This design comes from an exercise in tuning for small area and a short achievable clock period on the open sky130 flow, not from production work. Function not checked in this run: the RTL went through the layout flow alone. Power is estimated from default activity; no workload was simulated.

## flow/design.v

```verilog
`default_nettype none
package cpu_pkg;
    localparam int REG_AW    = 3;
    localparam int NUM_REGS  = 6;   
    localparam int NUM_FLAGS = 4;
endpackage
`default_nettype wire
`timescale 1ns/1ns
`default_nettype none
import cpu_pkg::*;
module mini_core
#(
    parameter int WIDTH  = 16,
    parameter int MEM_AW = 4
) (
    input  wire                  clk,
    input  wire                  arst_n,
    input  wire                  word_valid,
    input  wire  [31:0]          word,
    output logic                 busy,
    output logic                 wr_en,
    output logic [REG_AW-1:0]    wr_addr,
    output logic [WIDTH-1:0]     wr_data,
    output logic [NUM_FLAGS-1:0] flags
);
    localparam logic [3:0] K_ADD  = 4'd0;
    localparam logic [3:0] K_SUB  = 4'd1;
    localparam logic [3:0] K_AND  = 4'd2;
    localparam logic [3:0] K_OR   = 4'd3;
    localparam logic [3:0] K_XOR  = 4'd4;
    localparam logic [3:0] K_SHL  = 4'd5;
    localparam logic [3:0] K_SHR  = 4'd6;
    localparam logic [3:0] K_MOV  = 4'd7;
    localparam logic [3:0] K_MOVF = 4'd8;
    localparam logic [3:0] K_LD   = 4'd9;
    localparam logic [3:0] K_MOVH = 4'd11;
    localparam logic [3:0] K_MOVL = 4'd12;
    logic        accept;
    logic [15:5] lo_half;
    assign accept = word_valid && !busy;
    always_ff @(posedge clk or negedge arst_n) begin
        if (!arst_n)
            busy <= 1'b0;
        else
            busy <= accept && !word[31];
    end
    always_ff @(posedge clk)
        lo_half <= word[15:5];
    localparam int DW = 13;
    function automatic logic [DW-1:0] dec_half(input logic v, input logic [15:5] h);
        logic aok, bok, we, st, sf;
        aok = (h[11:9] < 3'd6);
        bok = (h[8:6] < 3'd6);
        we  = v && ((h[15:12] <= 4'd7 && aok && bok) ||
                    (h[15:12] == 4'd8 && aok) ||
                    (h[15:12] == 4'd9 && aok && bok));
        st  = v && h[15:12] == 4'd10 && aok && bok;
        sf  = v && h[15:12] <= 4'd6 && aok && bok && h[5];
        dec_half = {we, st, sf, h[15:12], h[11:9], h[8:6]};
    endfunction
    function automatic logic [DW-1:0] dec_long(input logic v, input logic [4:0] code);
        logic [2:0] ra;
        ra[2] = code[4] | (code[3] & ~code[2] & code[1]);
        ra[1] = code[3] & ~(code[2] ^ code[1]);
        ra[0] = code[0];
        if (code >= 5'd12)
            dec_long = {v && code < 5'd18, 2'b00, K_MOVL, ra, 3'd0};
        else
            dec_long = {v && code >= 5'd6, 2'b00, K_MOVH, ra, 3'd0};
    endfunction
    logic [DW-1:0] dec_nxt;
    logic          slot_we, slot_st, slot_sf;
    logic [3:0]    slot_k;
    logic [2:0]    slot_ra, slot_rb;
    logic [7:0]    slot_imm;
    always_comb begin
        if (busy)
            dec_nxt = dec_half(1'b1, lo_half);
        else if (word[31])
            dec_nxt = dec_long(accept, word[13:9]);
        else
            dec_nxt = dec_half(accept, word[31:21]);
    end
    always_ff @(posedge clk or negedge arst_n) begin
        if (!arst_n) begin
            slot_we <= 1'b0;
            slot_st <= 1'b0;
            slot_sf <= 1'b0;
        end else begin
            {slot_we, slot_st, slot_sf} <= dec_nxt[DW-1:DW-3];
        end
    end
    always_ff @(posedge clk) begin
        {slot_k, slot_ra, slot_rb} <= dec_nxt[9:0];
        slot_imm <= word[23:16];
    end
    logic [WIDTH-1:0]    regs [NUM_REGS];
    logic [NUM_REGS-1:0] vld;
    logic [WIDTH-1:0]    mem  [2**MEM_AW];
    logic [WIDTH-1:0]    a, b, mem_rd, res;
    logic [WIDTH-1:0]    rd_a, rd_b;
    logic [2:0]          nra, nrb;
    logic [NUM_REGS-1:0] pend, sel_a, sel_b;
    always_comb begin
        for (int i = 0; i < NUM_REGS; i++)
            pend[i] = wr_en && wr_addr == 3'(i);
    end
    always_ff @(posedge clk or negedge arst_n) begin
        if (!arst_n)
            vld <= '0;
        else
            vld <= vld | pend;
    end
    always_ff @(posedge clk) begin
        for (int i = 0; i < NUM_REGS; i++)
            if (pend[i])
                regs[i] <= wr_data;
    end
    assign nra = dec_nxt[5:3];
    assign nrb = dec_nxt[2:0];
    always_comb begin
        for (int i = 0; i < NUM_REGS; i++) begin
            sel_a[i] = (nra == 3'(i)) && vld[i] && !pend[i];
            sel_b[i] = (nrb == 3'(i)) && vld[i] && !pend[i];
        end
        rd_a = wr_data & {WIDTH{wr_en && wr_addr == nra}};
        rd_b = wr_data & {WIDTH{wr_en && wr_addr == nrb}};
        for (int i = 0; i < NUM_REGS; i++) begin
            rd_a = rd_a | (regs[i] & {WIDTH{sel_a[i]}});
            rd_b = rd_b | (regs[i] & {WIDTH{sel_b[i]}});
        end
    end
    always_ff @(posedge clk) begin
        a <= (slot_we && slot_ra == nra) ? res : rd_a;
        b <= (slot_we && slot_ra == nrb) ? res : rd_b;
    end
    always_comb begin
        mem_rd = '0;
        for (int i = 0; i < 2**MEM_AW; i++)
            mem_rd = mem_rd | (mem[i] & {WIDTH{b[MEM_AW-1:0] == MEM_AW'(i)}});
    end
    function automatic logic [WIDTH:1] ks_carry(input logic [WIDTH-1:0] p,
                                                input logic [WIDTH-1:0] g,
                                                input logic ci);
        logic [WIDTH-1:0] gg, pp;
        gg = g;
        pp = p;
        gg[0] = g[0] | (p[0] & ci);
        for (int l = 0; l < 4; l++) begin
            for (int i = WIDTH - 1; i > 0; i--) begin
                if (i >= (1 << l)) begin
                    gg[i] = gg[i] | (pp[i] & gg[i-(1<<l)]);
                    pp[i] = pp[i] & pp[i-(1<<l)];
                end
            end
        end
        ks_carry = gg;
    endfunction
    logic [WIDTH-1:0] ad_p, ad_g, sb_p, sb_g, sum, diff;
    logic [WIDTH:0]   ad_c, sb_c;
    logic             carry, ovf;
    assign ad_p = a ^ b;
    assign ad_g = a & b;
    assign sb_p = ~(a ^ b);
    assign sb_g = a & ~b;
    assign ad_c = {ks_carry(ad_p, ad_g, 1'b0), 1'b0};
    assign sb_c = {ks_carry(sb_p, sb_g, 1'b1), 1'b1};
    assign sum  = ad_p ^ ad_c[WIDTH-1:0];
    assign diff = sb_p ^ sb_c[WIDTH-1:0];
    always_comb begin
        carry = 1'b0;
        ovf   = 1'b0;
        if (slot_k == K_ADD) begin
            carry = ad_c[WIDTH];
            ovf   = ad_c[WIDTH] ^ ad_c[WIDTH-1];
        end else if (slot_k == K_SUB) begin
            carry = !sb_c[WIDTH];   
            ovf   = sb_c[WIDTH] ^ sb_c[WIDTH-1];
        end
    end
    always_comb begin
        case (slot_k)
            K_ADD:   res = sum;
            K_SUB:   res = diff;
            K_AND:   res = ad_g;
            K_OR:    res = ad_g | ad_p;
            K_XOR:   res = ad_p;
            K_SHL:   res = a << b[3:0];
            K_SHR:   res = a >> b[3:0];
            K_MOV:   res = b;
            K_MOVF:  res = WIDTH'(flags);
            K_LD:    res = mem_rd;
            K_MOVH:  res = {slot_imm, a[7:0]};
            K_MOVL:  res = {a[15:8], slot_imm};
            default: res = b;
        endcase
    end
    always_ff @(posedge clk) begin
        if (slot_st)
            mem[b[MEM_AW-1:0]] <= a;
    end
    logic pend_sf, pend_c, pend_v;
    always_ff @(posedge clk or negedge arst_n) begin
        if (!arst_n) begin
            wr_en   <= 1'b0;
            pend_sf <= 1'b0;
            flags   <= '0;
        end else begin
            wr_en   <= slot_we;
            pend_sf <= slot_sf;
            if (pend_sf)
                flags <= {wr_data == '0, pend_v, wr_data[WIDTH-1], pend_c};
        end
    end
    always_ff @(posedge clk) begin
        wr_addr <= slot_ra;
        wr_data <= res;
        pend_c  <= carry;
        pend_v  <= ovf;
    end
endmodule
`default_nettype wire
```

## flow/run.sh

```bash
#!/bin/bash
# synth_recipe.tcl (not shown) runs the flow's synth.tcl, then flattens the netlist and writes it again
# the make line also repeats each setting of config.mk as NAME=value (left out here)
make -C /OpenROAD-flow-scripts/flow DESIGN_CONFIG=/design/flow/config.mk WORK_HOME=/design/flow/orfs CLKGATE_MAP_FILE= SYNTH_SCRIPT=/design/flow/synth_recipe.tcl finish
```

## flow/config.mk

```make
export PLATFORM = sky130hd
export DESIGN_NAME = mini_core
export DESIGN_NICKNAME = mini_core
export VERILOG_FILES = /design/flow/design.v
export SDC_FILE = /design/flow/constraint.sdc
export NUM_CORES = 4
export LEC_CHECK = 0
export ABC_AREA = 1
export CAP_MARGIN = 20
export CORE_MARGIN = 2
export CORE_UTILIZATION = 45
export PLACE_DENSITY = 0.6
export SETUP_SLACK_MARGIN = 5.0
export SLEW_MARGIN = 20
export TNS_END_PERCENT = 10
```

## flow/constraint.sdc

```tcl
create_clock -name core_clock -period 7.5 [get_ports {clk}]
set_input_delay 1.5000 -clock core_clock [delete_from_list [all_inputs] [get_ports {clk}]]
set_output_delay 1.5000 -clock core_clock [all_outputs]
set_load 0.01 [all_outputs]
```

==> parameters.txt <==
Parameter                              Value

CTS
  Clock slew seen by the registers of the worst setup and hold paths ... around 70 ps
  Clock Latency Late Sink ... around 600 ps
  Root Buffer Master ... clkbuf_16
  Clock sink total ... 447
  CTS Buffer Depth ... 3
  CTS buffer count ... 48
  CTS tree ... yes
  Number of H-tree branching levels ... 2

Synth
  Sequential share of the synthesized area ... 55.72%
  Summed instance area of the synthesized netlist ... roughly 0.023 mm^2
  FFs w/ async S/R, synth ... 3.579%
  Yosys warnings ... 2
  Count of cell types in the netlist ... 45
  Commonest register cell after synthesis ... edfxtp_1
  Count of flip-flops with a built-in enable after synthesis ... 352
  Synthesized flop and latch total ... 447
  Per-instance average area after synthesis ... approximately 8.5 um^2
  Syn Inst Count ... 2,648
  Synthesized netlist net count ... 2,736

Pwr
  Combinational group share of total power ... 36.2%
  Internal power summed over all cells ... ~5.4 mW
  Fraction of power consumed by sequential logic ... 36.6%
  Fraction of power spent switching nets ... 38.40%
  Total power after layout ... ~8.8 mW
  Power density over cell area ... 314.6 mW/mm^2
  Part of the power in the clock network ... 27.2%
  Lkg Pwr ... 11.95 nW
  P_sw ... about 3.4 mW
  VDD IR-drop max ... 0.1830 mV

Setup path
  Number of cells on the worst reg-to-reg path ... 16
  Arrival time of data at the critical path endpoint ... 3270 ps
  Largest driver fanout on the critical path ... 6
  Launch instance of the worst register-to-register path ... b[0]
  Endpoint required time on the critical path ... 8040 ps
  Element type at the critical path end ... flip-flop
  Start point of the critical path ... word[31]
  Critical Path Source Type ... input pin
  Setup Crit Path Kind ... in2reg

Place
  Final HPWL DP ... slightly above 50,000 um
  Number of port buffers ... 54
  DP Worst Slack ... 2013 ps
  Cell Area, Placed ... 0.02410 mm^2
  Routability-driven placement congestion ratio ... ~0.99

Routing
  Remaining number of nets flagged by the antenna check after routing ... 0
  Remaining design rule violation count ... 0
  Mean number of vias per cell ... 5.681
  DR WL/cell ... about 23 um
  Initial DRT Pass Iterations ... 8
  Number of violations reported at the end of detailed-routing iteration 0 ... 2,191
  Number of vias in the routed layout ... 20,190
  Post-Route WL ... 82,570 um

Finish
  Fraction of final layout cells with drive strength greater than 1 ... between 10% and 20%
  Antenna Cells ... 0
  Layout fillers ... 4,328
  Post-route cell area ... approximately 0.028 mm^2
  Sequential cell area ... 0.01265 mm^2
  Area growth from synthesis to final layout ... 23.68%
  Count of nets after finishing ... ~2,900
  Multi-input logic area ... 0.009609 mm^2
  Final core area utilization ... a little under three fifths

Job
  Reported max-cap violation count ... 0

Worst hold path
  Worst hold path depth ... 0
  Kind of path behind the tightest hold check ... reg2reg
  Hold Crit Start ... slot_sf

Global routing
  Initial antenna violation count ... 0
  Maximum number of pins on one net before global-route repair ... 40
  Overflow left after global routing ... 0
  Total Routing Usage GR ... 30.93%
  Wire length of the first global-routing pass ... between 100,000 and 150,000 um
  Via count of the first global-routing pass ... roughly 19,000

Floorplan
  Site row count ... slightly above 80
  Placeable core region ... 0.04915 mm^2
  Floorplan die area ... between 0.05 and 0.06 mm^2
  Initial standard-cell utilization of the core ... 45.83%
  Die height ... 227.7 um
  Horizontal die dimension ... 227.7 um
  Io pins ... 60

STA
  Max-slew violation total from the final report ... 0
  Slew at the pin closest to its max-slew limit ... 1016 ps
  Unrepaired setup endpoints after global routing ... yes
  Worst slew margin ... around a third
  Clock tree skew after final layout ... 14.09 ps
  Number of hold violations in the final report ... 0
  Worst-case setup margin in the final layout ... 4766 ps
  Total negative setup slack ... 0 ps
  Upper clock frequency limit ... 365.8 MHz
  Tcrit/Tclk final ... 36.45%
  Tmin final ... approximately 2700 ps
  Setup violators final ... 0

Outcome
  Run status ... no timing/DRC/antenna violations
-- area by class of cell --
| class | instances | area share [%] |
|---|---|---|
| Sequential cell | 447 | 45.39 |
| Multi-Input combinational cell | 1866 | 34.49 |
| Timing Repair Buffer | 232 | 7.796 |
| Clock buffer | 73 | 5.250 |
| Inverter | 256 | 3.624 |
| Tap cell | 664 | 2.982 |
| Clock inverter | 16 | 0.4715 |
-- cell usage in the layout, fill, tap and decap left out, types with 38 or more instances in the layout --
master     instances
clkbuf_16         53
buf_4            124
nand3_1          304
nor2_1           250
o21ai_0           52
inv_1            237
nand4_1           48
ha_1              38
edfxtp_1         352
dfxtp_1           53
nand2_1          850
-- critical path, stage by stage --
cell and delay [ps]:
buf_12 110, nor2_4 200, buf_6 130, nand2_4 50
nand3_4 150, buf_4 150, o21ai_2 70, a21oi_2 200
buf_6 170, buf_6 140, nand3_1 80, nand4_1 180
nand2_1 80, nand2_1 60
-- sequential cells by signal (all words and copies together) (netlist names) --
name      flops
mem         256
flags         4
pend_sf       1
slot_ra       3
wr_en         1
lo_half      11
slot_we       1
wr_data      16
slot_k        4
slot_st       1
slot_imm      8
regs         96
busy          1
b            16
wr_addr       3
pend_v        1
vld           6
slot_sf       1
pend_c        1
a            16
-- per-stage QoR --
step	std cells	hold WS [ps]
final	3554	363.0
after global routing	3554	374.2
after CTS	3538	350.3
after detailed placement	3344	343.5
after global placement	3344	342.4
after floorplan	2648	330.8
-- per-layer routing --
layer,global-route usage [%],up-vias,part of all wire [%]
met5,0,-,0
met3,5.420,273,9.6
met1,41.10,9561,39
met2,49.63,1136,45
li1,-,9222,-
met4,13.92,0,5.7
-- cell usage after synthesis (2+ instances only) --
| library cell | count | area [um^2] |
|---|---|---|
| edfxtp_1 | 352 | 10570 |
| dfxtp_1 | 79 | 1582 |
| nand4_1 | 48 | 300.3 |
| o21ai_0 | 83 | 415.4 |
| nand3b_1 | 4 | 30.03 |
| nor2_1 | 294 | 1104 |
| dfrtp_1 | 16 | 400.4 |
| buf_1 | 6 | 22.52 |
| a21oi_1 | 39 | 195.2 |
| nor2_4 | 2 | 22.52 |
| o211ai_1 | 8 | 60.06 |
| o21bai_1 | 3 | 22.52 |
| nor2_2 | 4 | 25.02 |
| a31oi_1 | 2 | 12.51 |
| o22ai_1 | 20 | 125.1 |
| nand3_2 | 3 | 30.03 |
| and2_1 | 11 | 68.82 |
| nor4_1 | 5 | 31.28 |
| buf_4 | 5 | 37.54 |
| nand2_2 | 3 | 18.77 |
| xor2_1 | 7 | 61.31 |
| o211a_1 | 11 | 110.1 |
| or2_2 | 12 | 75.07 |
| inv_2 | 6 | 22.52 |
| nand2_1 | 869 | 3262 |
| nor3_1 | 24 | 120.1 |
| buf_2 | 46 | 230.2 |
| inv_1 | 249 | 934.7 |
| nand3_1 | 345 | 1727 |
| clkbuf_1 | 26 | 97.59 |
| ha_1 | 51 | 638.1 |
| fa_1 | 2 | 40.04 |
-- kinds of logic after synthesis --
family | Yosys count | synth area share, %
AND/OR/NAND/NOR | 1626 | 30.40
flip-flops | 447 | 55.72
buffers and inverters | 339 | 5.987
AO/OA/AOI/OAI | 175 | 4.577
adder cells (fa/ha/maj) | 53 | 3.010
XOR/XNOR | 8 | 0.3110
-- what timing repair did --
item	4_1_cts	5_1_grt
resized for setup	424	61
buffers inserted	94	15
cloned	11	1
endpoints found under the setup margin	221	91
pin swaps	75	46
hold buffers	0	0
-- worst paths after layout --
kind	endpoint	slack (ps)
min in group asynchronous	vld[0]	1400
max in group asynchronous	busy	5510
setup / recovery	a[10]	4770
setup reg to reg	a[12]	4870
hold / removal	pend_sf	360
hold reg to reg	pend_sf	360
-- power groups by stage --
stage	registers, mW	logic [mW]	clock network (mW)
6_report	3.21	3.17	2.39
5_1_grt	3.22	3.39	2.50
4_1_cts	3.21	3.00	2.41
3_5_place_dp	3.32	2.53	0
3_3_place_gp	3.32	2.51	0
2_1_floorplan	3.26	1.52	0

port drivers added, routing unchanged:
In the flow no input, the clock included, has a driving cell. The finished layout below was timed again as built, in two steps. Step 1: set_driving_cell puts a clkbuf_16 on clk and a buf_2 on each other input, an assumption about the parent block. Step 2 times the ports against the registers' clock, not the clock port: input delays grow and output delays shrink by t, the midpoint of the rising clock arrivals with the driver on. Slacks: no drivers / after step 1 / after step 2; pairs: no drivers / after step 1.
shift t [ns]: 0.649
setup slack, ns: 4.766 / 4.781 / 4.133
worst setup path at the end: input to register
latest minus earliest clock arrival (ns): 0.021 / 0.021
After both steps setup and hold are still met in this run. For this run, drivers alone change the setup slack by +0.015 ns; drivers and shift together by -0.633 ns.
